Source: an optimization exercise on an open RTL-to-GDS flow (aim: small area, a short achievable clock period and few clock cycles per item). Production flows keep margins and buffers that such runs may drop. No functional check of the RTL was part of any run shown here. Power is estimated from default activity; no workload was simulated.

==> flow/design.v, too long to show whole: its modules and the start of the top module <==
// module booth_recoder: 16 lines
// module booth_mult_top: 1283 lines
module booth_mult_top (
	input  logic                          clk,
	input  logic                          reset,
	input  logic                          in_valid,
	input  logic signed [16-1:0] multiplicand,
	input  logic signed [16-1:0] multiplier,
	output logic                          out_valid,
	output logic signed [32-1:0] product
);
  // ...
==> flow/flow/run.sh <==
#!/bin/bash
# Layout flow: the standard ORFS flow, with the smallest buffer (buf_1) as the port buffers
# instead of the delay buffer that buffer_ports picks by default. Each tool's output goes to
# the ORFS logs under orfs/ and to standard.log here.
set -euo pipefail
export BUFFER_PORTS_ARGS="-buffer_cell sky130_fd_sc_hd__buf_1"
bash standard.sh > standard.log 2>&1
==> flow/standard.sh <==
#!/bin/bash
# synth_recipe.tcl (not shown) runs the flow's synth.tcl, then flattens the netlist and writes it again
# the make line also repeats each setting of config.mk as NAME=value (left out here)
make -C /OpenROAD-flow-scripts/flow DESIGN_CONFIG=/design/flow/config.mk WORK_HOME=/design/flow/orfs CLKGATE_MAP_FILE= SYNTH_SCRIPT=/design/flow/synth_recipe.tcl "${@:-finish}"
==> flow/config.mk <==
export PLATFORM = sky130hd
export DESIGN_NAME = booth_mult_top
export DESIGN_NICKNAME = booth_mult_top
export VERILOG_FILES = /design/flow/design.v
export SDC_FILE = /design/flow/constraint.sdc
export NUM_CORES = 4
export LEC_CHECK = 0
export CAP_MARGIN = 20
export CORE_MARGIN = 2
export CORE_UTILIZATION = 40
export CTS_BUF_LIST = sky130_fd_sc_hd__clkbuf_4 sky130_fd_sc_hd__clkbuf_8
export SETUP_SLACK_MARGIN = 2.8
export SLEW_MARGIN = 20
==> flow/constraint.sdc <==
create_clock -name core_clock -period 5.5 [get_ports {clk}]
set_input_delay 1.1000 -clock core_clock [delete_from_list [all_inputs] [get_ports {clk}]]
set_output_delay 1.1000 -clock core_clock [all_outputs]
set_load 0.01 [all_outputs]
==> parameters.txt, run 1 <==
Parameter                              Value

Synthesis
  Number of enable-type register cells in the synthesized netlist ... 0
  Largest area contributor in the netlist ... dfxtp_1
  Synthesized flop and latch total ... 150
  FFs w/ async S/R, synth ... 0%
  Predominant post-synthesis flop cell ... dfxtp_1
  Ranking of synthesized cells by area ... dfxtp_1 (32%), fa_1 (19%), xnor2_1 (10%)
  Synthesized netlist net count ... 1,060

Drt
  Via count ... approximately 6,200
  Met1 layer wirelength in the final routing ... a little under 9000 µm

STA
  Post-Route Skew ... around 0.015 ns
  Post-route setup TNS ... 0 ns
  Worst slew slack as a fraction of its limit ... 55.9%

Final layout
  # nets final ... 1,116
  Inserted Diodes ... 0
  Fraction of cell area in non-clock buffers ... 5.30%
  Final cell area excluding filler cells ... 10,700 µm²
  Count of multi-input combinational gates ... 559
  Number of flip-flops and latches ... 150
  Area occupied by multi-input gates ... approximately 5900 µm²
  Fraction of standard cell area in multi-input logic ... 54.7%

Placed design
  Placed insts ... ~1,200
  RD Place Congestion ... 0.812

Critical path
  Worst path required time ... a little under 6 ns
  Combined buffer and inverter count along the critical path ... 7

Pwr
  Clock Power ... ~0.85 mW
  Cell Pwr Density ... roughly 620 nW/µm²
  Top pwr grp ... combinational cells
  PnR Total Power ... ~6.7 mW
  Comb. pwr ... just over 4 mW

Die
  Die H ... ~160 µm
  Inserted tap cell count ... 285
  Number of core rows ... 55
  Die ar. ... between 20,000 and 25,000 µm²

Global routing
  GRT Max-Usage Layer ... met2
  First-pass GRT wire length ... roughly 33,000 µm
  Maximum number of pins on one net before global-route repair ... 19
  Initial antenna violation count ... 0
  GR Util All Layers ... between 15 and 20%

Clock tree
  Maximum root-to-sink buffer count ... 2
  Num CTS Buffers ... 17

Status
  Outcome ... timing/DRC/antenna clean

Hold path
  Worst hold-check path type ... reg -> reg
==> run 2, diff against run 1 <==
--- a/flow/design.v
+++ b/flow/design.v
@@ -20,24 +20,24 @@
 	input  logic                          clk,
 	input  logic                          reset,
 	input  logic                          in_valid,
 	input  logic signed [16-1:0] multiplicand,
 	input  logic signed [16-1:0] multiplier,
 	output logic                          out_valid,
 	output logic signed [32-1:0] product
 );
-	logic [1:0] vld_r;
+	logic [2:0] vld_r;
 	always_ff @(posedge clk) begin
 		if (reset) begin
 			vld_r <= '0;
 			out_valid <= 1'b0;
 		end else begin
-			vld_r <= {vld_r[0:0], in_valid};
-			out_valid <= vld_r[1];
+			vld_r <= {vld_r[1:0], in_valid};
+			out_valid <= vld_r[2];
 		end
 	end
 	logic [15:0] md_r;
 	logic [7:0]  one_r, two_r, neg_r;
 	logic [7:0]  one_d, two_d, neg_d;
 	booth_recoder u_rec (.multiplier(multiplier), .one(one_d), .two(two_d), .neg(neg_d));
 	always_ff @(posedge clk) begin
 		md_r  <= multiplicand;
@@ -410,91 +410,170 @@
 	logic s219;
 	logic c220;
 	logic s221;
 	logic c222;
 	logic s223;
 	logic c224;
 	logic s225;
 	logic c226;
+	logic s63_q1;
+	logic s65_q1;
+	logic c60_q1;
+	logic s67_q1;
+	logic s69_q1;
+	logic c64_q1;
+	logic s71_q1;
+	logic s73_q1;
+	logic c68_q1;
+	logic s75_q1;
+	logic s77_q1;
+	logic c72_q1;
+	logic s79_q1;
+	logic s81_q1;
+	logic c76_q1;
+	logic s83_q1;
+	logic s85_q1;
+	logic c80_q1;
+	logic s87_q1;
+	logic s89_q1;
+	logic c84_q1;
+	logic s91_q1;
+	logic s93_q1;
+	logic c88_q1;
+	logic s95_q1;
+	logic s97_q1;
+	logic c92_q1;
+	logic s99_q1;
+	logic s101_q1;
+	logic c96_q1;
+	logic s103_q1;
+	logic s105_q1;
+	logic c100_q1;
+	logic s107_q1;
+	logic s109_q1;
+	logic c104_q1;
+	logic s111_q1;
+	logic s113_q1;
+	logic c108_q1;
+	logic c52_q1;
+	logic s129_q1;
+	logic c128_q1;
+	logic c54_q1;
+	logic s131_q1;
+	logic c130_q1;
+	logic c58_q1;
+	logic s133_q1;
+	logic c132_q1;
 	logic c62_q1;
-	logic s135_q1;
 	logic c134_q1;
 	logic c66_q1;
-	logic s137_q1;
-	logic c136_q1;
 	logic c70_q1;
-	logic s139_q1;
-	logic c138_q1;
 	logic c74_q1;
-	logic s141_q1;
-	logic c140_q1;
 	logic c78_q1;
-	logic s143_q1;
-	logic c142_q1;
 	logic c82_q1;
-	logic s145_q1;
-	logic c144_q1;
 	logic c86_q1;
-	logic s147_q1;
-	logic c146_q1;
 	logic c90_q1;
-	logic s149_q1;
-	logic c148_q1;
 	logic c94_q1;
-	logic s151_q1;
-	logic c150_q1;
 	logic c98_q1;
-	logic s153_q1;
-	logic c152_q1;
 	logic c102_q1;
-	logic s155_q1;
-	logic c154_q1;
 	logic c106_q1;
-	logic s157_q1;
-	logic c156_q1;
 	logic c110_q1;
-	logic s159_q1;
-	logic c158_q1;
 	logic c114_q1;
 	logic s161_q1;
-	logic c160_q1;
+	logic c118_q1;
+	logic s163_q1;
+	logic c162_q1;
+	logic s165_q1;
+	logic c164_q1;
+	logic c122_q1;
+	logic s167_q1;
+	logic c166_q1;
 	logic pp_0_0_q1;
 	logic pp_0_1_q1;
 	logic neg_r_1_q1;
 	logic s173_q1;
 	logic s175_q1;
 	logic s177_q1;
 	logic s179_q1;
-	logic s181_q1;
-	logic s183_q1;
-	logic s185_q1;
-	logic s215_q1;
-	logic s217_q1;
-	logic s219_q1;
 	logic s221_q1;
 	logic s223_q1;
 	logic s225_q1;
 	logic pps_7_q1;
 	logic neg_r_0_q1;
 	logic s171_q1;
 	logic c172_q1;
 	logic c174_q1;
 	logic c176_q1;
 	logic c178_q1;
 	logic c180_q1;
-	logic c182_q1;
-	logic c184_q1;
-	logic c186_q1;
-	logic c216_q1;
-	logic c218_q1;
-	logic c220_q1;
 	logic c222_q1;
 	logic c224_q1;
 	logic c226_q1;
+	logic pp_0_0_q2;
+	logic pp_0_1_q2;
+	logic neg_r_1_q2;
+	logic s173_q2;
+	logic s175_q2;
+	logic s177_q2;
+	logic s179_q2;
+	logic s181_q2;
+	logic s183_q2;
+	logic s185_q2;
+	logic s187_q2;
+	logic s189_q2;
+	logic s191_q2;
+	logic s193_q2;
+	logic s195_q2;
+	logic s197_q2;
+	logic s199_q2;
+	logic s201_q2;
+	logic s203_q2;
+	logic s205_q2;
+	logic s207_q2;
+	logic s209_q2;
+	logic s211_q2;
+	logic s213_q2;
+	logic s215_q2;
+	logic s217_q2;
+	logic s219_q2;
+	logic s221_q2;
+	logic s223_q2;
+	logic s225_q2;
+	logic pps_7_q2;
+	logic neg_r_0_q2;
+	logic s171_q2;
+	logic c172_q2;
+	logic c174_q2;
+	logic c176_q2;
+	logic c178_q2;
+	logic c180_q2;
+	logic c182_q2;
+	logic c184_q2;
+	logic c186_q2;
+	logic c188_q2;
+	logic c190_q2;
+	logic c192_q2;
+	logic c194_q2;
+	logic c196_q2;
+	logic c198_q2;
+	logic c200_q2;
+	logic c202_q2;
+	logic c204_q2;
+	logic c206_q2;
+	logic c208_q2;
+	logic c210_q2;
+	logic c212_q2;
+	logic c214_q2;
+	logic c216_q2;
+	logic c218_q2;
+	logic c220_q2;
+	logic c222_q2;
+	logic c224_q2;
+	logic c226_q2;
 	assign pp_0_0 = (one_r[0] & md_r[0]) ^ neg_r[0];
 	assign pp_0_1 = ((one_r[0] & md_r[1]) | (two_r[0] & md_r[0])) ^ neg_r[0];
 	assign pp_0_2 = ((one_r[0] & md_r[2]) | (two_r[0] & md_r[1])) ^ neg_r[0];
 	assign pp_0_3 = ((one_r[0] & md_r[3]) | (two_r[0] & md_r[2])) ^ neg_r[0];
 	assign pp_0_4 = ((one_r[0] & md_r[4]) | (two_r[0] & md_r[3])) ^ neg_r[0];
 	assign pp_0_5 = ((one_r[0] & md_r[5]) | (two_r[0] & md_r[4])) ^ neg_r[0];
 	assign pp_0_6 = ((one_r[0] & md_r[6]) | (two_r[0] & md_r[5])) ^ neg_r[0];
 	assign pp_0_7 = ((one_r[0] & md_r[7]) | (two_r[0] & md_r[6])) ^ neg_r[0];
@@ -763,42 +842,42 @@
 	assign s127 = pp_2_2 ^ pp_3_0 ^ neg_r[3];
 	assign c128 = (pp_2_2 & pp_3_0) | (pp_2_2 & neg_r[3]) | (pp_3_0 & neg_r[3]);
 	assign s129 = pp_2_3 ^ pp_3_1 ^ s53;
 	assign c130 = (pp_2_3 & pp_3_1) | (pp_2_3 & s53) | (pp_3_1 & s53);
 	assign s131 = neg_r[4] ^ s55 ^ s57;
 	assign c132 = (neg_r[4] & s55) | (neg_r[4] & s57) | (s55 & s57);
 	assign s133 = s59 ^ s61 ^ c56;
 	assign c134 = (s59 & s61) | (s59 & c56) | (s61 & c56);
-	assign s135 = s63 ^ s65 ^ c60;
-	assign c136 = (s63 & s65) | (s63 & c60) | (s65 & c60);
-	assign s137 = s67 ^ s69 ^ c64;
-	assign c138 = (s67 & s69) | (s67 & c64) | (s69 & c64);
-	assign s139 = s71 ^ s73 ^ c68;
-	assign c140 = (s71 & s73) | (s71 & c68) | (s73 & c68);
-	assign s141 = s75 ^ s77 ^ c72;
-	assign c142 = (s75 & s77) | (s75 & c72) | (s77 & c72);
-	assign s143 = s79 ^ s81 ^ c76;
-	assign c144 = (s79 & s81) | (s79 & c76) | (s81 & c76);
-	assign s145 = s83 ^ s85 ^ c80;
-	assign c146 = (s83 & s85) | (s83 & c80) | (s85 & c80);
-	assign s147 = s87 ^ s89 ^ c84;
-	assign c148 = (s87 & s89) | (s87 & c84) | (s89 & c84);
-	assign s149 = s91 ^ s93 ^ c88;
-	assign c150 = (s91 & s93) | (s91 & c88) | (s93 & c88);
-	assign s151 = s95 ^ s97 ^ c92;
-	assign c152 = (s95 & s97) | (s95 & c92) | (s97 & c92);
-	assign s153 = s99 ^ s101 ^ c96;
-	assign c154 = (s99 & s101) | (s99 & c96) | (s101 & c96);
-	assign s155 = s103 ^ s105 ^ c100;
-	assign c156 = (s103 & s105) | (s103 & c100) | (s105 & c100);
-	assign s157 = s107 ^ s109 ^ c104;
-	assign c158 = (s107 & s109) | (s107 & c104) | (s109 & c104);
-	assign s159 = s111 ^ s113 ^ c108;
-	assign c160 = (s111 & s113) | (s111 & c108) | (s113 & c108);
+	assign s135 = s63_q1 ^ s65_q1 ^ c60_q1;
+	assign c136 = (s63_q1 & s65_q1) | (s63_q1 & c60_q1) | (s65_q1 & c60_q1);
+	assign s137 = s67_q1 ^ s69_q1 ^ c64_q1;
+	assign c138 = (s67_q1 & s69_q1) | (s67_q1 & c64_q1) | (s69_q1 & c64_q1);
+	assign s139 = s71_q1 ^ s73_q1 ^ c68_q1;
+	assign c140 = (s71_q1 & s73_q1) | (s71_q1 & c68_q1) | (s73_q1 & c68_q1);
+	assign s141 = s75_q1 ^ s77_q1 ^ c72_q1;
+	assign c142 = (s75_q1 & s77_q1) | (s75_q1 & c72_q1) | (s77_q1 & c72_q1);
+	assign s143 = s79_q1 ^ s81_q1 ^ c76_q1;
+	assign c144 = (s79_q1 & s81_q1) | (s79_q1 & c76_q1) | (s81_q1 & c76_q1);
+	assign s145 = s83_q1 ^ s85_q1 ^ c80_q1;
+	assign c146 = (s83_q1 & s85_q1) | (s83_q1 & c80_q1) | (s85_q1 & c80_q1);
+	assign s147 = s87_q1 ^ s89_q1 ^ c84_q1;
+	assign c148 = (s87_q1 & s89_q1) | (s87_q1 & c84_q1) | (s89_q1 & c84_q1);
+	assign s149 = s91_q1 ^ s93_q1 ^ c88_q1;
+	assign c150 = (s91_q1 & s93_q1) | (s91_q1 & c88_q1) | (s93_q1 & c88_q1);
+	assign s151 = s95_q1 ^ s97_q1 ^ c92_q1;
+	assign c152 = (s95_q1 & s97_q1) | (s95_q1 & c92_q1) | (s97_q1 & c92_q1);
+	assign s153 = s99_q1 ^ s101_q1 ^ c96_q1;
+	assign c154 = (s99_q1 & s101_q1) | (s99_q1 & c96_q1) | (s101_q1 & c96_q1);
+	assign s155 = s103_q1 ^ s105_q1 ^ c100_q1;
+	assign c156 = (s103_q1 & s105_q1) | (s103_q1 & c100_q1) | (s105_q1 & c100_q1);
+	assign s157 = s107_q1 ^ s109_q1 ^ c104_q1;
+	assign c158 = (s107_q1 & s109_q1) | (s107_q1 & c104_q1) | (s109_q1 & c104_q1);
+	assign s159 = s111_q1 ^ s113_q1 ^ c108_q1;
+	assign c160 = (s111_q1 & s113_q1) | (s111_q1 & c108_q1) | (s113_q1 & c108_q1);
 	assign s161 = s115 ^ s117 ^ c112;
 	assign c162 = (s115 & s117) | (s115 & c112) | (s117 & c112);
 	assign s163 = pp_7_10 ^ s119 ^ c116;
 	assign c164 = (pp_7_10 & s119) | (pp_7_10 & c116) | (s119 & c116);
 	assign s165 = pp_7_11 ^ s121 ^ c120;
 	assign c166 = (pp_7_11 & s121) | (pp_7_11 & c120) | (s121 & c120);
 	assign s167 = pps_5 ^ pp_6_14 ^ pp_7_12;
 	assign c168 = (pps_5 & pp_6_14) | (pps_5 & pp_7_12) | (pp_6_14 & pp_7_12);
@@ -809,142 +888,223 @@
 	assign s173 = pp_0_3 ^ pp_1_1;
 	assign c174 = pp_0_3 & pp_1_1;
 	assign s175 = pp_2_0 ^ neg_r[2] ^ s123;
 	assign c176 = (pp_2_0 & neg_r[2]) | (pp_2_0 & s123) | (neg_r[2] & s123);
 	assign s177 = pp_2_1 ^ s125 ^ c124;
 	assign c178 = (pp_2_1 & s125) | (pp_2_1 & c124) | (s125 & c124);
 	assign s179 = s51 ^ s127 ^ c126;
 	assign c180 = (s51 & s127) | (s51 & c126) | (s127 & c126);
-	assign s181 = c52 ^ s129 ^ c128;
-	assign c182 = (c52 & s129) | (c52 & c128) | (s129 & c128);
-	assign s183 = c54 ^ s131 ^ c130;
-	assign c184 = (c54 & s131) | (c54 & c130) | (s131 & c130);
-	assign s185 = c58 ^ s133 ^ c132;
-	assign c186 = (c58 & s133) | (c58 & c132) | (s133 & c132);
-	assign s187 = c62_q1 ^ s135_q1 ^ c134_q1;
-	assign c188 = (c62_q1 & s135_q1) | (c62_q1 & c134_q1) | (s135_q1 & c134_q1);
-	assign s189 = c66_q1 ^ s137_q1 ^ c136_q1;
-	assign c190 = (c66_q1 & s137_q1) | (c66_q1 & c136_q1) | (s137_q1 & c136_q1);
-	assign s191 = c70_q1 ^ s139_q1 ^ c138_q1;
-	assign c192 = (c70_q1 & s139_q1) | (c70_q1 & c138_q1) | (s139_q1 & c138_q1);
-	assign s193 = c74_q1 ^ s141_q1 ^ c140_q1;
-	assign c194 = (c74_q1 & s141_q1) | (c74_q1 & c140_q1) | (s141_q1 & c140_q1);
-	assign s195 = c78_q1 ^ s143_q1 ^ c142_q1;
-	assign c196 = (c78_q1 & s143_q1) | (c78_q1 & c142_q1) | (s143_q1 & c142_q1);
-	assign s197 = c82_q1 ^ s145_q1 ^ c144_q1;
-	assign c198 = (c82_q1 & s145_q1) | (c82_q1 & c144_q1) | (s145_q1 & c144_q1);
-	assign s199 = c86_q1 ^ s147_q1 ^ c146_q1;
-	assign c200 = (c86_q1 & s147_q1) | (c86_q1 & c146_q1) | (s147_q1 & c146_q1);
-	assign s201 = c90_q1 ^ s149_q1 ^ c148_q1;
-	assign c202 = (c90_q1 & s149_q1) | (c90_q1 & c148_q1) | (s149_q1 & c148_q1);
-	assign s203 = c94_q1 ^ s151_q1 ^ c150_q1;
-	assign c204 = (c94_q1 & s151_q1) | (c94_q1 & c150_q1) | (s151_q1 & c150_q1);
-	assign s205 = c98_q1 ^ s153_q1 ^ c152_q1;
-	assign c206 = (c98_q1 & s153_q1) | (c98_q1 & c152_q1) | (s153_q1 & c152_q1);
-	assign s207 = c102_q1 ^ s155_q1 ^ c154_q1;
-	assign c208 = (c102_q1 & s155_q1) | (c102_q1 & c154_q1) | (s155_q1 & c154_q1);
-	assign s209 = c106_q1 ^ s157_q1 ^ c156_q1;
-	assign c210 = (c106_q1 & s157_q1) | (c106_q1 & c156_q1) | (s157_q1 & c156_q1);
-	assign s211 = c110_q1 ^ s159_q1 ^ c158_q1;
-	assign c212 = (c110_q1 & s159_q1) | (c110_q1 & c158_q1) | (s159_q1 & c158_q1);
-	assign s213 = c114_q1 ^ s161_q1 ^ c160_q1;
-	assign c214 = (c114_q1 & s161_q1) | (c114_q1 & c160_q1) | (s161_q1 & c160_q1);
-	assign s215 = c118 ^ s163 ^ c162;
-	assign c216 = (c118 & s163) | (c118 & c162) | (s163 & c162);
-	assign s217 = s165 ^ c164 ^ 1'b1;
-	assign c218 = (s165 & c164) | (s165 & 1'b1) | (c164 & 1'b1);
-	assign s219 = c122 ^ s167 ^ c166;
-	assign c220 = (c122 & s167) | (c122 & c166) | (s167 & c166);
+	assign s181 = c52_q1 ^ s129_q1 ^ c128_q1;
+	assign c182 = (c52_q1 & s129_q1) | (c52_q1 & c128_q1) | (s129_q1 & c128_q1);
+	assign s183 = c54_q1 ^ s131_q1 ^ c130_q1;
+	assign c184 = (c54_q1 & s131_q1) | (c54_q1 & c130_q1) | (s131_q1 & c130_q1);
+	assign s185 = c58_q1 ^ s133_q1 ^ c132_q1;
+	assign c186 = (c58_q1 & s133_q1) | (c58_q1 & c132_q1) | (s133_q1 & c132_q1);
+	assign s187 = c62_q1 ^ s135 ^ c134_q1;
+	assign c188 = (c62_q1 & s135) | (c62_q1 & c134_q1) | (s135 & c134_q1);
+	assign s189 = c66_q1 ^ s137 ^ c136;
+	assign c190 = (c66_q1 & s137) | (c66_q1 & c136) | (s137 & c136);
+	assign s191 = c70_q1 ^ s139 ^ c138;
+	assign c192 = (c70_q1 & s139) | (c70_q1 & c138) | (s139 & c138);
+	assign s193 = c74_q1 ^ s141 ^ c140;
+	assign c194 = (c74_q1 & s141) | (c74_q1 & c140) | (s141 & c140);
+	assign s195 = c78_q1 ^ s143 ^ c142;
+	assign c196 = (c78_q1 & s143) | (c78_q1 & c142) | (s143 & c142);
+	assign s197 = c82_q1 ^ s145 ^ c144;
+	assign c198 = (c82_q1 & s145) | (c82_q1 & c144) | (s145 & c144);
+	assign s199 = c86_q1 ^ s147 ^ c146;
+	assign c200 = (c86_q1 & s147) | (c86_q1 & c146) | (s147 & c146);
+	assign s201 = c90_q1 ^ s149 ^ c148;
+	assign c202 = (c90_q1 & s149) | (c90_q1 & c148) | (s149 & c148);
+	assign s203 = c94_q1 ^ s151 ^ c150;
+	assign c204 = (c94_q1 & s151) | (c94_q1 & c150) | (s151 & c150);
+	assign s205 = c98_q1 ^ s153 ^ c152;
+	assign c206 = (c98_q1 & s153) | (c98_q1 & c152) | (s153 & c152);
+	assign s207 = c102_q1 ^ s155 ^ c154;
+	assign c208 = (c102_q1 & s155) | (c102_q1 & c154) | (s155 & c154);
+	assign s209 = c106_q1 ^ s157 ^ c156;
+	assign c210 = (c106_q1 & s157) | (c106_q1 & c156) | (s157 & c156);
+	assign s211 = c110_q1 ^ s159 ^ c158;
+	assign c212 = (c110_q1 & s159) | (c110_q1 & c158) | (s159 & c158);
+	assign s213 = c114_q1 ^ s161_q1 ^ c160;
+	assign c214 = (c114_q1 & s161_q1) | (c114_q1 & c160) | (s161_q1 & c160);
+	assign s215 = c118_q1 ^ s163_q1 ^ c162_q1;
+	assign c216 = (c118_q1 & s163_q1) | (c118_q1 & c162_q1) | (s163_q1 & c162_q1);
+	assign s217 = s165_q1 ^ c164_q1 ^ 1'b1;
+	assign c218 = (s165_q1 & c164_q1) | (s165_q1 & 1'b1) | (c164_q1 & 1'b1);
+	assign s219 = c122_q1 ^ s167_q1 ^ c166_q1;
+	assign c220 = (c122_q1 & s167_q1) | (c122_q1 & c166_q1) | (s167_q1 & c166_q1);
 	assign s221 = s169 ^ c168 ^ 1'b1;
 	assign c222 = (s169 & c168) | (s169 & 1'b1) | (c168 & 1'b1);
 	assign s223 = pps_6 ^ pp_7_14 ^ c170;
 	assign c224 = (pps_6 & pp_7_14) | (pps_6 & c170) | (pp_7_14 & c170);
 	assign s225 = pp_7_15 ^ 1'b1;
 	assign c226 = pp_7_15 & 1'b1;
 	always_ff @(posedge clk) begin
+		s63_q1 <= s63;
+		s65_q1 <= s65;
+		c60_q1 <= c60;
+		s67_q1 <= s67;
+		s69_q1 <= s69;
+		c64_q1 <= c64;
+		s71_q1 <= s71;
+		s73_q1 <= s73;
+		c68_q1 <= c68;
+		s75_q1 <= s75;
+		s77_q1 <= s77;
+		c72_q1 <= c72;
+		s79_q1 <= s79;
+		s81_q1 <= s81;
+		c76_q1 <= c76;
+		s83_q1 <= s83;
+		s85_q1 <= s85;
+		c80_q1 <= c80;
+		s87_q1 <= s87;
+		s89_q1 <= s89;
+		c84_q1 <= c84;
+		s91_q1 <= s91;
+		s93_q1 <= s93;
+		c88_q1 <= c88;
+		s95_q1 <= s95;
+		s97_q1 <= s97;
+		c92_q1 <= c92;
+		s99_q1 <= s99;
+		s101_q1 <= s101;
+		c96_q1 <= c96;
+		s103_q1 <= s103;
+		s105_q1 <= s105;
+		c100_q1 <= c100;
+		s107_q1 <= s107;
+		s109_q1 <= s109;
+		c104_q1 <= c104;
+		s111_q1 <= s111;
+		s113_q1 <= s113;
+		c108_q1 <= c108;
+		c52_q1 <= c52;
+		s129_q1 <= s129;
+		c128_q1 <= c128;
+		c54_q1 <= c54;
+		s131_q1 <= s131;
+		c130_q1 <= c130;
+		c58_q1 <= c58;
+		s133_q1 <= s133;
+		c132_q1 <= c132;
 		c62_q1 <= c62;
-		s135_q1 <= s135;
 		c134_q1 <= c134;
 		c66_q1 <= c66;
-		s137_q1 <= s137;
-		c136_q1 <= c136;
 		c70_q1 <= c70;
-		s139_q1 <= s139;
-		c138_q1 <= c138;
 		c74_q1 <= c74;
-		s141_q1 <= s141;
-		c140_q1 <= c140;
 		c78_q1 <= c78;
-		s143_q1 <= s143;
-		c142_q1 <= c142;
 		c82_q1 <= c82;
-		s145_q1 <= s145;
-		c144_q1 <= c144;
 		c86_q1 <= c86;
-		s147_q1 <= s147;
-		c146_q1 <= c146;
 		c90_q1 <= c90;
-		s149_q1 <= s149;
-		c148_q1 <= c148;
 		c94_q1 <= c94;
-		s151_q1 <= s151;
-		c150_q1 <= c150;
 		c98_q1 <= c98;
-		s153_q1 <= s153;
-		c152_q1 <= c152;
 		c102_q1 <= c102;
-		s155_q1 <= s155;
-		c154_q1 <= c154;
 		c106_q1 <= c106;
-		s157_q1 <= s157;
-		c156_q1 <= c156;
 		c110_q1 <= c110;
-		s159_q1 <= s159;
-		c158_q1 <= c158;
 		c114_q1 <= c114;
 		s161_q1 <= s161;
-		c160_q1 <= c160;
+		c118_q1 <= c118;
+		s163_q1 <= s163;
+		c162_q1 <= c162;
+		s165_q1 <= s165;
+		c164_q1 <= c164;
+		c122_q1 <= c122;
+		s167_q1 <= s167;
+		c166_q1 <= c166;
 		pp_0_0_q1 <= pp_0_0;
 		pp_0_1_q1 <= pp_0_1;
 		neg_r_1_q1 <= neg_r[1];
 		s173_q1 <= s173;
 		s175_q1 <= s175;
 		s177_q1 <= s177;
 		s179_q1 <= s179;
-		s181_q1 <= s181;
-		s183_q1 <= s183;
-		s185_q1 <= s185;
-		s215_q1 <= s215;
-		s217_q1 <= s217;
-		s219_q1 <= s219;
 		s221_q1 <= s221;
 		s223_q1 <= s223;
 		s225_q1 <= s225;
 		pps_7_q1 <= pps_7;
 		neg_r_0_q1 <= neg_r[0];
 		s171_q1 <= s171;
 		c172_q1 <= c172;
 		c174_q1 <= c174;
 		c176_q1 <= c176;
 		c178_q1 <= c178;
 		c180_q1 <= c180;
-		c182_q1 <= c182;
-		c184_q1 <= c184;
-		c186_q1 <= c186;
-		c216_q1 <= c216;
-		c218_q1 <= c218;
-		c220_q1 <= c220;
 		c222_q1 <= c222;
 		c224_q1 <= c224;
 		c226_q1 <= c226;
 	end
+	always_ff @(posedge clk) begin
+		pp_0_0_q2 <= pp_0_0_q1;
+		pp_0_1_q2 <= pp_0_1_q1;
+		neg_r_1_q2 <= neg_r_1_q1;
+		s173_q2 <= s173_q1;
+		s175_q2 <= s175_q1;
+		s177_q2 <= s177_q1;
+		s179_q2 <= s179_q1;
+		s181_q2 <= s181;
+		s183_q2 <= s183;
+		s185_q2 <= s185;
+		s187_q2 <= s187;
+		s189_q2 <= s189;
+		s191_q2 <= s191;
+		s193_q2 <= s193;
+		s195_q2 <= s195;
+		s197_q2 <= s197;
+		s199_q2 <= s199;
+		s201_q2 <= s201;
+		s203_q2 <= s203;
+		s205_q2 <= s205;
+		s207_q2 <= s207;
+		s209_q2 <= s209;
+		s211_q2 <= s211;
+		s213_q2 <= s213;
+		s215_q2 <= s215;
+		s217_q2 <= s217;
+		s219_q2 <= s219;
+		s221_q2 <= s221_q1;
+		s223_q2 <= s223_q1;
+		s225_q2 <= s225_q1;
+		pps_7_q2 <= pps_7_q1;
+		neg_r_0_q2 <= neg_r_0_q1;
+		s171_q2 <= s171_q1;
+		c172_q2 <= c172_q1;
+		c174_q2 <= c174_q1;
+		c176_q2 <= c176_q1;
+		c178_q2 <= c178_q1;
+		c180_q2 <= c180_q1;
+		c182_q2 <= c182;
+		c184_q2 <= c184;
+		c186_q2 <= c186;
+		c188_q2 <= c188;
+		c190_q2 <= c190;
+		c192_q2 <= c192;
+		c194_q2 <= c194;
+		c196_q2 <= c196;
+		c198_q2 <= c198;
+		c200_q2 <= c200;
+		c202_q2 <= c202;
+		c204_q2 <= c204;
+		c206_q2 <= c206;
+		c208_q2 <= c208;
+		c210_q2 <= c210;
+		c212_q2 <= c212;
+		c214_q2 <= c214;
+		c216_q2 <= c216;
+		c218_q2 <= c218;
+		c220_q2 <= c220;
+		c222_q2 <= c222_q1;
+		c224_q2 <= c224_q1;
+		c226_q2 <= c226_q1;
+	end
 	logic [31:0] fa_x, fa_y, sum_w;
-	assign fa_x = {1'b1, pps_7_q1, s225_q1, s223_q1, s221_q1, s219_q1, s217_q1, s215_q1, s213, s211, s209, s207, s205, s203, s201, s199, s197, s195, s193, s191, s189, s187, s185_q1, s183_q1, s181_q1, s179_q1, s177_q1, s175_q1, s173_q1, neg_r_1_q1, pp_0_1_q1, pp_0_0_q1};
-	assign fa_y = {1'b0, c226_q1, c224_q1, c222_q1, c220_q1, c218_q1, c216_q1, c214, c212, c210, c208, c206, c204, c202, c200, c198, c196, c194, c192, c190, c188, c186_q1, c184_q1, c182_q1, c180_q1, c178_q1, c176_q1, c174_q1, c172_q1, s171_q1, 1'b0, neg_r_0_q1};
+	assign fa_x = {1'b1, pps_7_q2, s225_q2, s223_q2, s221_q2, s219_q2, s217_q2, s215_q2, s213_q2, s211_q2, s209_q2, s207_q2, s205_q2, s203_q2, s201_q2, s199_q2, s197_q2, s195_q2, s193_q2, s191_q2, s189_q2, s187_q2, s185_q2, s183_q2, s181_q2, s179_q2, s177_q2, s175_q2, s173_q2, neg_r_1_q2, pp_0_1_q2, pp_0_0_q2};
+	assign fa_y = {1'b0, c226_q2, c224_q2, c222_q2, c220_q2, c218_q2, c216_q2, c214_q2, c212_q2, c210_q2, c208_q2, c206_q2, c204_q2, c202_q2, c200_q2, c198_q2, c196_q2, c194_q2, c192_q2, c190_q2, c188_q2, c186_q2, c184_q2, c182_q2, c180_q2, c178_q2, c176_q2, c174_q2, c172_q2, s171_q2, 1'b0, neg_r_0_q2};
 	logic [31:0] pg_p0, pg_g0;
 	assign pg_p0 = fa_x[31:0] ^ fa_y[31:0];
 	assign pg_g0 = fa_x[31:0] & fa_y[31:0];
 	logic pg_g1_1;
 	assign pg_g1_1 = pg_g0[1] | (pg_p0[1] & pg_g0[0]);
 	logic pg_p1_1;
 	assign pg_p1_1 = pg_p0[1] & pg_p0[0];
 	logic pg_g1_3;
==> flow/config.mk (replaced) <==
export PLATFORM = sky130hd
export DESIGN_NAME = booth_mult_top
export DESIGN_NICKNAME = booth_mult_top
export VERILOG_FILES = /design/flow/design.v
export SDC_FILE = /design/flow/constraint.sdc
export NUM_CORES = 4
export LEC_CHECK = 0
export CAP_MARGIN = 20
export CORE_MARGIN = 2
export CORE_UTILIZATION = 40
export CTS_BUF_LIST = sky130_fd_sc_hd__clkbuf_4 sky130_fd_sc_hd__clkbuf_8
export SETUP_SLACK_MARGIN = 3.3
export SLEW_MARGIN = 20
==> parameters.txt, run 2 <==
Parameter                              Value

Critical path
  Type of the setup path with the least slack ... reg -> reg
  Critical Path Sink Type ... register
  Worst path required time ... 5.91 ns (+0.07 ns)
  Critical path peak fanout ... 6
  WP data arrival ... 2.67 ns
  Slowest stage cell, crit path ... dfxtp_2
  Most numerous cell on the critical path ... ha_4
  Nature of the critical path startpoint ... register
  Slowest cell delay on critical path ... approximately 0.33 ns
  Reg2Reg Setup Slack ... 3.24 ns
  Cell chain of the critical path ... ha_4 -> ha_4 -> a211o_1 -> a41o_4 -> a31oi_4 -> nand2_4 -> a32o_2 -> o22a_2 -> xor2_1
  CP delay by family, top ... compound AO/OA/AOI/OAI gates
  Combined buffer and inverter count along the critical path ... 0 (-7)

Drt
  Number of iterations in the first detailed-routing pass ... 5
  Iteration-0 DRC Markers ... around 420
  Remaining routing DRC violations ... 0
  Via count ... 6,724 (+8.8%)
  Antenna Violating Nets Remaining ... 0
  Average routed wire per standard cell ... between 15 and 20 µm
  Avg Vias per Cell ... 4.94
  Final Routed Wirelength ... between 20,000 and 25,000 µm

Die
  Initial cell density of the core ... 40.4%
  Std-Cell Core Area ... 26,700 µm²
  Die ar. ... 28,200 µm² (+16%)
  Die H ... 168 µm (+7.7%)
  Die width ... between 150 and 200 µm
  Number of core rows ... 60 (+9.1%)
  Number of primary I/O pins ... roughly 70

Final layout
  Share of the core filled with cells ... between 40% and 50%
  Fillers ... about 2,500
  Layout-stage area growth over the synthesis result ... 14.8%
  Top flop regs ... product x32, md_r x16
  Register with the highest flop count ... product
  Fraction of final layout cells sized beyond drive strength 1 ... ~15%
  Max reg flops ... 32
  Area occupied by multi-input gates ... 5820 µm² (-0.53%)
  Most common cell after layout, fill and taps aside ... dfxtp_1
  # nets final ... 1,170 (+4.8%)
  Final cell area excluding filler cells ... 12,400 µm² (+15%)
  Inserted Diodes ... 0 (unchanged)
  Most frequent cells in the layout ... dfxtp_1 (192), a22oi_1 (120), xnor2_1 (104), fa_1 (87), inv_1 (72)
  FF+latch area ... 4670 µm²

Synthesis
  Largest area contributor in the netlist ... dfxtp_1
  Sequential fraction of the synthesis area ... about 43%
  Synthesized flop and latch total ... 230 (+53%)
  Predominant post-synthesis flop cell ... dfxtp_1
  Most repeated cell in the gate-level netlist after synthesis ... dfxtp_1
  Yosys warnings ... 2
  Synthesized cell area ... between 10,000 and 15,000 µm²
  Count of distinct cell types in the synthesized netlist ... 42
  Ranking of synthesized cells by area ... dfxtp_1 (43%), fa_1 (16%), xnor2_1 (8.7%)
  Number of enable-type register cells in the synthesized netlist ... 0 (unchanged)
  Ranking of synthesized cells by instance count ... dfxtp_1 (230), a22oi_1 (120), xnor2_1 (107), fa_1 (87), inv_1 (72)
  FFs w/ async S/R, synth ... 0% (unchanged)
  Post-synth top area share ... 42.8%
  Post-Synthesis Cells ... 948
  Post-synthesis average cell area ... 11.4 µm²
  Synthesized netlist net count ... 1,125 (+6.1%)

STA
  Post-route minimum period ... between 2 and 2.5 ns
  Post-Route Skew ... 0.0200 ns (+0.00522 ns)
  Final setup fails ... 0
  Slew @ Worst Pin ... roughly 0.68 ns
  Post-route setup TNS ... 0 ns (unchanged)
  Number of endpoints with negative hold slack in the final report ... 0
  Worst setup margin ... between 3 and 4 ns
  Slew Limit Fails ... 0
  Part of the cycle the worst path needs ... 41.1%
  Worst slew slack as a fraction of its limit ... 54.9% (-1.1 points)
  Unrepaired setup endpoints after global routing ... true
  Post-route worst hold slack ... between 0.3 and 0.4 ns
  Timing-limited maximum frequency ... 442 MHz

Placed design
  DP HPWL ... between 15,000 and 20,000 µm
  Worst setup slack after placement ... slightly below 3 ns
  Placed cell areas ... 11,200 µm²
  RD Place Congestion ... 0.801 (-1.3%)
  Number of buffer cells added on primary ports ... 67

Status
  Outcome ... timing/DRC/antenna clean

Global routing
  Initial antenna violation count ... 0 (unchanged)
  GR Util All Layers ... 16.3% (-0.86 points)
  First-pass GRT wire length ... 36,800 µm (+13%)
  Residual overflow from global routing ... 0
  Number of global-route vias before repair ... ~7,000
  Maximum number of pins on one net before global-route repair ... 19 (unchanged)

Clock tree
  Insertion delay of the later-clocked pin in the worst-skew pair ... about 0.53 ns
  Clk slew on worst S/H paths ... around 0.060 ns
  TritonCTS clock tree ... yes
  Total clock sinks ... 230
  Num CTS Buffers ... 38 (+21)
  Root Buffer Master ... clkbuf_8
  Maximum root-to-sink buffer count ... 3 (+1)
  Number of buffers inserted by hold repair at cts ... 0
  Max H-tree Level ... 2

Run
  Number of maximum-capacitance violations ... 0

Pwr
  Total leakage power ... 5.06 nW
  Cell Pwr Density ... 570 nW/µm² (-8.9%)
  Maximum VDD drop ... around 280 µV

Hold path
  Worst hold-check path type ... reg -> reg
[run 2: cell count changes in the layout (fill, tap and decap cells not counted), moves of 17 or more]
cell / before / now
dfxtp_1: 106 / 192
inv_1: 102 / 72
dfxtp_4: 32 / 9
dfxtp_2: 12 / 29
clkbuf_8: 17 / 45
buf_4: 42 / 7
[run 2: area by class of cell]
type | instances | area share (%)
multi-input combinational | 575 | 47.1
tap | 341 | 3.45
timing repair buffer | 76 | 2.64
clock buffer | 52 | 5.44
clock inverter | 14 | 1.30
sequential | 230 | 37.8
inverter | 72 | 2.19
[run 2: cells by family (layout without fill, tap and decap cells)]
kind of cell,after synthesis,count (layout),synth area share (%)
adder cells (fa/ha/maj),142,142,22.6
AO/OA/AOI/OAI,185,185,12.4
buffers and inverters,143,214,4.99
flip-flops,230,230,42.8
AND/OR/NAND/NOR,79,79,3.38
XOR/XNOR,165,165,13.4
multiplexers,4,4,0.419
[run 2: layer usage]
layer	vias to the layer above	part of all wire, %	wire length, µm	global-route usage (%)
li1	3231	-	-	-
met5	-	0	0	0
met3	26	6.1	1360	3.08
met4	0	1.7	379	4.76
met1	3258	46	10400	22.5
met2	209	46	10200	26.1
[run 2: path summary, 6_finish.rpt]
kind,endpoint,cells after the start,from
max,product[26],9,neg_r_0_q2
min,c222_q2,0,c222_q1
max reg2reg,product[26],9,neg_r_0_q2
min reg2reg,c222_q2,0,c222_q1
[run 2: worst reg2reg max path, delay by kind of cell, from the launching register on]
family / cells / cell delay, ns
AOI/OAI and AO/OA: 5 / 1.25
DFF: 1 / 0.33
and+or+nand+nor: 1 / 0.12
xor gates and xnor gates: 1 / 0.14
adders and majority gates: 2 / 0.31
[run 2: timing repair]
action                                  4_1_cts  5_1_grt
pin swaps                                    14        8
endpoints found under the setup margin       58       27
buffers inserted                              4        2
resized for setup                            59       29
[run 2: per-stage QoR]
step,total power [mW],instances
after floorplan,4.48,948
after global placement,5.20,1288
after detailed placement,5.25,1288
after CTS,7.01,1358
after global routing,7.67,1360
final,7.04,1360
[run 2: power by group]
part | switching, mW | internal, mW | total [mW]
clock | 0.670 | 0.939 | 1.61
sequential | 0.339 | 2.33 | 2.67
combinational | 1.47 | 1.30 | 2.76
total | 2.48 | 4.56 | 7.04
==> run 3, diff against run 2 <==
==> flow/flow/run.sh (replaced) <==
#!/bin/bash
# Layout flow: the standard ORFS flow (standard.sh) with three changes:
#  - port buffers are buf_1 instead of the delay buffer that buffer_ports picks by default;
#  - clock tree: larger sink clusters of clkbuf_8 leaves and no dummy loads;
#  - power recovery after global routing (downsizes cells off the critical paths).
# Every tool's output goes to the ORFS logs under orfs/ and to standard.log here.
set -euo pipefail
export BUFFER_PORTS_ARGS="-buffer_cell sky130_fd_sc_hd__buf_1"
export CTS_ARGS="-sink_clustering_enable -repair_clock_nets -buf_list sky130_fd_sc_hd__clkbuf_8 -sink_clustering_size 24 -sink_clustering_max_diameter 60 -dont_use_dummy_load"
export RECOVER_POWER=0
bash standard.sh > standard.log 2>&1
--- a/flow/config.mk
+++ b/flow/config.mk
@@ -10,3 +10,2 @@
 export CORE_UTILIZATION = 40
-export CTS_BUF_LIST = sky130_fd_sc_hd__clkbuf_4 sky130_fd_sc_hd__clkbuf_8
 export SETUP_SLACK_MARGIN = 3.3
==> parameters.txt, run 3 <==
Parameter                              Value

Final layout
  Most common cell after layout, fill and taps aside ... dfxtp_1
  # nets final ... 1,158 (-1.0%)
  Fraction of final layout cells sized beyond drive strength 1 ... 12.9% (-1.9 points)
  Most frequent cells in the layout ... dfxtp_1 (187), a22oi_1 (120), xnor2_1 (104), fa_1 (87), inv_1 (72)
  Top flop regs ... product x32, md_r x16
  Max reg flops ... 32 (unchanged)
  Inserted Diodes ... 0 (unchanged)
  Fillers ... 2,506 (+1.8%)
  Layout-stage area growth over the synthesis result ... 10.4%
  Register with the highest flop count ... product
  Area occupied by multi-input gates ... 5850 µm² (+0.52%)
  FF+latch area ... 4680 µm² (+0.13%)

Global routing
  GR Util All Layers ... 15.9% (-0.34 points)
  First-pass GRT wire length ... 36,100 µm (-1.7%)
  Maximum number of pins on one net before global-route repair ... 25 (+6)
  Residual overflow from global routing ... 0 (unchanged)
  Initial antenna violation count ... 0 (unchanged)
  Number of global-route vias before repair ... 6,795 (-2.4%)

Synthesis
  Sequential fraction of the synthesis area ... 42.8% (unchanged)
  Synthesized netlist net count ... 1,125 (unchanged)
  Count of distinct cell types in the synthesized netlist ... 42 (unchanged)
  Post-Synthesis Cells ... 948 (unchanged)
  Most repeated cell in the gate-level netlist after synthesis ... dfxtp_1
  Ranking of synthesized cells by instance count ... dfxtp_1 (230), a22oi_1 (120), xnor2_1 (107), fa_1 (87), inv_1 (72)
  Post-synthesis average cell area ... 11.4 µm² (unchanged)
  Synthesized flop and latch total ... 230 (unchanged)
  Number of enable-type register cells in the synthesized netlist ... 0 (unchanged)
  Synthesized cell area ... 10,800 µm² (unchanged)
  FFs w/ async S/R, synth ... 0% (unchanged)
  Yosys warnings ... 2 (unchanged)
  Post-synth top area share ... 42.8% (unchanged)
  Ranking of synthesized cells by area ... dfxtp_1 (43%), fa_1 (16%), xnor2_1 (8.7%)
  Largest area contributor in the netlist ... dfxtp_1
  Predominant post-synthesis flop cell ... dfxtp_1

Run
  Number of maximum-capacitance violations ... 0 (unchanged)

Clock tree
  Root Buffer Master ... clkbuf_8
  Total clock sinks ... 230 (unchanged)
  Maximum root-to-sink buffer count ... 3 (unchanged)
  TritonCTS clock tree ... yes
  Max H-tree Level ... 1 (-1)
  Num CTS Buffers ... 20 (-47%)
  Clk slew on worst S/H paths ... 0.12 ns (+0.06 ns)
  Insertion delay of the later-clocked pin in the worst-skew pair ... 0.55 ns (+0.02 ns)

Critical path
  Slowest stage cell, crit path ... dfxtp_2
  Combined buffer and inverter count along the critical path ... 0 (unchanged)
  Reg2Reg Setup Slack ... 3.28 ns (+0.04 ns)
  Number of stages on the worst setup path ... 8 (-1)
  CP delay by family, top ... compound AO/OA/AOI/OAI gates
  Worst path required time ... 5.93 ns (+0.02 ns)
  Critical Path Sink Type ... register
  Critical path peak fanout ... 6 (unchanged)
  Nature of the critical path startpoint ... register
  WP data arrival ... 2.66 ns (about the same)
  Cell chain of the critical path ... ha_4 -> a211o_1 -> a41o_4 -> a31oi_4 -> nand2_4 -> a32o_2 -> o22a_2 -> xor2_1
  Slowest cell delay on critical path ... 0.36 ns (+0.03 ns)
  Worst R2R Path Depth ... 8 (-1)
  Type of the setup path with the least slack ... reg -> reg

Placed design
  Worst setup slack after placement ... 2.93 ns (unchanged)
  DP HPWL ... 15,700 µm (unchanged)
  RD Place Congestion ... 0.801 (unchanged)
  Number of buffer cells added on primary ports ... 67 (unchanged)

Pwr
  Cell Pwr Density ... 530 nW/µm² (-7.0%)
  PnR Total Power ... 6.29 mW (-11%)
  Maximum VDD drop ... 394 µV (+42%)
  Total leakage power ... 4.81 nW (-4.9%)

Drt
  Number of iterations in the first detailed-routing pass ... 5 (unchanged)
  Remaining routing DRC violations ... 0 (unchanged)
  Iteration-0 DRC Markers ... 543 (+28%)
  Highest layer used for signal routing ... met4
  Antenna Violating Nets Remaining ... 0 (unchanged)
  Met1 layer wirelength in the final routing ... 10,300 µm (-0.38%)
  Via count ... 6,580 (-2.1%)
  Final Routed Wirelength ... 22,000 µm (-1.5%)
  Detail Route met3 WL ... 1170 µm (-14%)
  Average routed wire per standard cell ... 16.7 µm (+1.5%)
  DR WL met2 ... 10,100 µm (-0.91%)
  Avg Vias per Cell ... 4.98 (+0.82%)

Die
  Die ar. ... 28,200 µm² (unchanged)
  Std-Cell Core Area ... 26,700 µm² (unchanged)
  Die H ... 168 µm (unchanged)
  Number of primary I/O pins ... 68 (unchanged)
  Die width ... 168 µm (unchanged)
  Initial cell density of the core ... 40.4% (unchanged)
  Number of core rows ... 60 (unchanged)

STA
  Final setup fails ... 0 (unchanged)
  Worst setup margin ... 3.28 ns (+0.0378 ns)
  Slew @ Worst Pin ... 0.700 ns (+0.0237 ns)
  Post-Route Skew ... 0.0725 ns (+0.0525 ns)
  Timing-limited maximum frequency ... 450 MHz (+1.7%)
  Post-route minimum period ... 2.22 ns (-0.0378 ns)
  Number of endpoints with negative hold slack in the final report ... 0 (unchanged)
  Slew Limit Fails ... 0 (unchanged)
  Post-route setup TNS ... 0 ns (unchanged)
  Unrepaired setup endpoints after global routing ... true
  Part of the cycle the worst path needs ... 40.4% (-0.69 points)
  Worst slew slack as a fraction of its limit ... 53.3% (-1.6 points)

Hold path
  Number of cells on the worst hold path ... 0 (unchanged)
  Worst hold-check path type ... reg -> reg

Status
  Outcome ... timing/DRC/antenna clean
-- run 3: cell counts after synthesis --
No cell type changed its count.
-- run 3: layout make-up --
class / count / area share [%]
multi-input combinational: 575 / 49.3
timing repair buffer: 82 / 3.12
clock buffer: 20 / 2.32
tap: 341 / 3.59
sequential: 230 / 39.4
inverter: 72 / 2.28
-- run 3: metrics by stage --
step / cell area (µm²) / hold WS, ns / util, % / instances
2_1_floorplan: 10800 / 0.310 / - / 948
3_3_place_gp: 11200 / 0.310 / 42.0 / 1288
3_5_place_dp: 11200 / 0.312 / 42.0 / 1288
4_1_cts: 11700 / 0.275 / 43.8 / 1312
5_1_grt: 11900 / 0.276 / 44.6 / 1320
6_report: 11900 / 0.269 / 44.6 / 1320
-- run 3: logic make-up (layout without fill, tap and decap cells) --
family                   count (synthesis)  in the layout  share of synthesized area [%]
adder cells (fa/ha/maj)                142            142                           22.6
buffers and inverters                  143            174                           4.99
flip-flops                             230            230                           42.8
AND/OR/NAND/NOR                         79             79                           3.38
XOR/XNOR                               165            165                           13.4
multiplexers                             4              4                          0.419
AO/OA/AOI/OAI                          185            185                           12.4
-- run 3: timing repair --
item                                    in CTS  in global routing
setup buffers                                4                  8
pin swaps                                   15                 18
hold buffers                                 0                  0
gates resized for setup                     66                 35
endpoints found under the setup margin      62                 29
-- run 3: layer usage --
| layer | GRT usage (%) | vias to the layer above |
|---|---|---|
| li1 | - | 3182 |
| met1 | 22.4 | 3195 |
| met2 | 26.1 | 176 |
| met3 | 2.26 | 27 |
| met4 | 3.74 | 0 |
| met5 | 0 | - |
-- run 3: worst paths after layout --
kind	from	end
worst min register to register	pps_7_q1	pps_7_q2
worst min-delay path	pps_7_q1	pps_7_q2
worst max register to register	s171_q2	product[26]
worst max-delay path	s171_q2	product[26]
-- run 3: report_power, final --
group	switching, mW	total [mW]	internal (mW)	leakage [nW]
clock network	0.503	0.829	0.326	0.144
logic	1.47	2.80	1.33	2.72
registers	0.337	2.66	2.32	1.94
total	2.31	6.29	3.98	4.81
==> run 4, diff against run 3 <==
--- a/flow/flow/run.sh
+++ b/flow/flow/run.sh
@@ -8,3 +8,3 @@
 export BUFFER_PORTS_ARGS="-buffer_cell sky130_fd_sc_hd__buf_1"
-export CTS_ARGS="-sink_clustering_enable -repair_clock_nets -buf_list sky130_fd_sc_hd__clkbuf_8 -sink_clustering_size 24 -sink_clustering_max_diameter 60 -dont_use_dummy_load"
+export CTS_ARGS="-sink_clustering_enable -repair_clock_nets -buf_list sky130_fd_sc_hd__clkbuf_8 -sink_clustering_size 20 -sink_clustering_max_diameter 60 -dont_use_dummy_load"
 export RECOVER_POWER=0
==> parameters.txt, run 4 <==
Parameter                              Value

Status
  Outcome ... timing/DRC/antenna clean

Die
  Std-Cell Core Area ... 26,700 µm² (unchanged)
  Number of core rows ... 60 (unchanged)
  Die H ... 168 µm (unchanged)
  Die ar. ... 28,200 µm² (unchanged)
  Number of primary I/O pins ... 68 (unchanged)
  Die width ... 168 µm (unchanged)
  Initial cell density of the core ... 40.4% (unchanged)

Final layout
  Inserted Diodes ... 0 (unchanged)
  Final cell area excluding filler cells ... 11,900 µm² (+0.20%)
  Top flop regs ... product x32, md_r x16
  FF+latch area ... 4690 µm² (+0.27%)
  Max reg flops ... 32 (unchanged)
  Layout-stage area growth over the synthesis result ... 10.6%
  Fillers ... 2,493 (-0.52%)
  Register with the highest flop count ... product
  Most frequent cells in the layout ... dfxtp_1 (189), a22oi_1 (120), xnor2_1 (104), fa_1 (87), inv_1 (72)
  Fraction of final layout cells sized beyond drive strength 1 ... 11.8% (-1.0 points)
  # nets final ... 1,158 (unchanged)
  Area occupied by multi-input gates ... 5860 µm² (+0.17%)
  Most common cell after layout, fill and taps aside ... dfxtp_1

Clock tree
  Insertion delay of the later-clocked pin in the worst-skew pair ... 0.54 ns (about the same)
  Total clock sinks ... 230 (unchanged)
  TritonCTS clock tree ... yes
  Root Buffer Master ... clkbuf_8
  Number of buffers inserted by hold repair at cts ... 0 (unchanged)
  Max H-tree Level ... 1 (unchanged)
  Clk slew on worst S/H paths ... 0.11 ns (about the same)
  Maximum root-to-sink buffer count ... 3 (unchanged)
  Num CTS Buffers ... 20 (unchanged)

Synthesis
  Post-synthesis average cell area ... 11.4 µm² (unchanged)
  Count of distinct cell types in the synthesized netlist ... 42 (unchanged)
  Synthesized netlist net count ... 1,125 (unchanged)
  Largest area contributor in the netlist ... dfxtp_1
  Most repeated cell in the gate-level netlist after synthesis ... dfxtp_1
  Post-synth top area share ... 42.8% (unchanged)
  Yosys warnings ... 2 (unchanged)
  Sequential fraction of the synthesis area ... 42.8% (unchanged)
  Number of enable-type register cells in the synthesized netlist ... 0 (unchanged)
  Ranking of synthesized cells by instance count ... dfxtp_1 (230), a22oi_1 (120), xnor2_1 (107), fa_1 (87), inv_1 (72)
  Ranking of synthesized cells by area ... dfxtp_1 (43%), fa_1 (16%), xnor2_1 (8.7%)
  Predominant post-synthesis flop cell ... dfxtp_1
  FFs w/ async S/R, synth ... 0% (unchanged)
  Synthesized flop and latch total ... 230 (unchanged)
  Post-Synthesis Cells ... 948 (unchanged)
  Synthesized cell area ... 10,800 µm² (unchanged)

Critical path
  Critical path peak fanout ... 6 (unchanged)
  WP data arrival ... 2.66 ns (about the same)
  Reg2Reg Setup Slack ... 3.26 ns (-0.02 ns)
  Cell chain of the critical path ... ha_4 -> a211o_1 -> a41o_4 -> a31oi_4 -> nand2_4 -> a32o_2 -> o22a_2 -> xor2_1
  Slowest cell delay on critical path ... 0.34 ns (-0.02 ns)
  Worst path required time ... 5.92 ns (about the same)
  Critical Path Sink Type ... register
  CP delay by family, top ... compound AO/OA/AOI/OAI gates
  Slowest stage cell, crit path ... dfxtp_1
  Nature of the critical path startpoint ... register
  Combined buffer and inverter count along the critical path ... 0 (unchanged)
  Type of the setup path with the least slack ... reg -> reg

STA
  Timing-limited maximum frequency ... 447 MHz (-0.71%)
  Part of the cycle the worst path needs ... 40.7% (+0.29 points)
  Slew Limit Fails ... 0 (unchanged)
  Post-route minimum period ... 2.24 ns (+0.0159 ns)
  Post-route setup TNS ... 0 ns (unchanged)
  Number of endpoints with negative hold slack in the final report ... 0 (unchanged)
  Post-Route Skew ... 0.0682 ns (-0.00437 ns)
  Slew @ Worst Pin ... 0.692 ns (-0.00807 ns)
  Post-route worst hold slack ... 0.313 ns (+0.0445 ns)
  Unrepaired setup endpoints after global routing ... true
  Worst slew slack as a fraction of its limit ... 53.8% (+0.54 points)
  Worst setup margin ... 3.26 ns (-0.0159 ns)
  Final setup fails ... 0 (unchanged)

Drt
  Iteration-0 DRC Markers ... 456 (-16%)
  Average routed wire per standard cell ... 16.6 µm (-0.26%)
  Via count ... 6,582 (+0.030%)
  Remaining routing DRC violations ... 0 (unchanged)
  Antenna Violating Nets Remaining ... 0 (unchanged)
  Avg Vias per Cell ... 4.99 (about the same)
  Number of iterations in the first detailed-routing pass ... 5 (unchanged)
  Final Routed Wirelength ... 22,000 µm (-0.26%)

Run
  Number of maximum-capacitance violations ... 0 (unchanged)

Pwr
  Cell Pwr Density ... 527 nW/µm² (-0.53%)
  PnR Total Power ... 6.27 mW (-0.33%)
  Total leakage power ... 4.80 nW (-0.23%)
  Maximum VDD drop ... 275 µV (-30%)

Hold path
  Worst hold-check path type ... reg -> reg

Placed design
  DP HPWL ... 15,700 µm (unchanged)
  Number of buffer cells added on primary ports ... 67 (unchanged)
  Worst setup slack after placement ... 2.93 ns (unchanged)
  RD Place Congestion ... 0.801 (unchanged)
  Placed cell areas ... 11,200 µm² (unchanged)

Global routing
  Maximum number of pins on one net before global-route repair ... 21 (-16%)
  GR Util All Layers ... 15.9% (-0.036 points)
  Initial antenna violation count ... 0 (unchanged)
  First-pass GRT wire length ... 36,100 µm (about the same)
  Residual overflow from global routing ... 0 (unchanged)
  Number of global-route vias before repair ... 6,808 (+0.19%)
-- run 4: path summary, 6_finish.rpt --
kind	startpoint	end	cells past startpoint
min	c178_q1	c178_q2	0
min reg2reg	c178_q1	c178_q2	0
max	c176_q2	product[26]	8
max reg2reg	c176_q2	product[26]	8
-- run 4: kinds of logic (layout without fill, tap and decap cells) --
| group | after synthesis | count (layout) | synth area share [%] |
|---|---|---|---|
| AOI/OAI and AO/OA | 185 | 185 | 12.4 |
| adders and majority gates | 142 | 142 | 22.6 |
| and+or+nand+nor | 79 | 79 | 3.38 |
| buffers and inverters | 143 | 174 | 4.99 |
| DFF | 230 | 230 | 42.8 |
| xor gates and xnor gates | 165 | 165 | 13.4 |
| muxes | 4 | 4 | 0.419 |
-- run 4: metrics by stage --
step                      std cells  util (%)
after floorplan                 948         -
after CTS                      1312      43.8
after global routing           1320      44.7
after global placement         1288      42.0
final                          1320      44.7
after detailed placement       1288      42.0
-- run 4: worst register-to-register path, cell delays in order, from the launching register on --
cell,delay (ns)
dfxtp_1,0.34
ha_4,0.26
a211o_1,0.30
a41o_4,0.27
a31oi_4,0.20
nand2_4,0.12
a32o_2,0.32
o22a_2,0.19
xor2_1,0.14
-- run 4: timing repair --
action                                  in CTS  in global routing
endpoints found under the hold margin        0                  0
resized for setup                           64                 36
buffers inserted                             4                  8
pin swaps                                   16                 18
endpoints found under the setup margin      59                 27
-- run 4: final cells by class --
type | count | share of cell area [%]
Clock buffer | 20 | 2.31
Sequential cell | 230 | 39.4
Tap cell | 341 | 3.58
Multi-Input combinational cell | 575 | 49.3
Inverter | 72 | 2.27
Timing Repair Buffer | 82 | 3.12
-- run 4: report_power, final --
part	internal [mW]	total [mW]	leakage, nW	switching, mW
Combinational	1.32	2.78	2.71	1.46
Clock	0.326	0.824	0.144	0.499
Sequential	2.32	2.67	1.94	0.344
-- run 4: per-layer routing --
layer	track usage, %	wire length (µm)	vias to the layer above
li1	-	-	3188
met1	22.3	10400	3198
met2	26.1	10100	175
met3	2.14	1120	21
met4	3.71	341	0
met5	0	0	-

==> what the ideal ports hide <==
How much do the figures lean on ideal ports? The routed layouts below were timed once more, with nothing changed but the port constraints. Step 1: set_driving_cell puts a clkbuf_16 on clk and a buf_2 on each other input, an assumption about the parent block. Step 2 adds t to the input delays and takes it off the output delays; t is the mean of the earliest and latest rising clock arrival at the registers after step 1. Input paths then give back, and output paths get back, about the clock's delay inside the block. Slacks: ideal / step 1 / step 2; pairs: ideal / step 1.
run	t (ns)	setup slack, ns	worst setup path at the end	latest minus earliest clock arrival (ns)	worst register clock-pin slew, ns
run 1	0.497	2.749 / 2.749 / 2.749	register to register	0.015 / 0.015	0.10 / 0.10
run 2	0.567	3.239 / 3.239 / 3.239	register to register	0.022 / 0.021	0.07 / 0.07
run 3	0.558	3.277 / 3.277 / 3.277	register to register	0.073 / 0.072	0.12 / 0.12
run 4	0.545	3.261 / 3.261 / 3.261	register to register	0.071 / 0.071	0.11 / 0.11
After both steps every run listed still meets setup and hold.
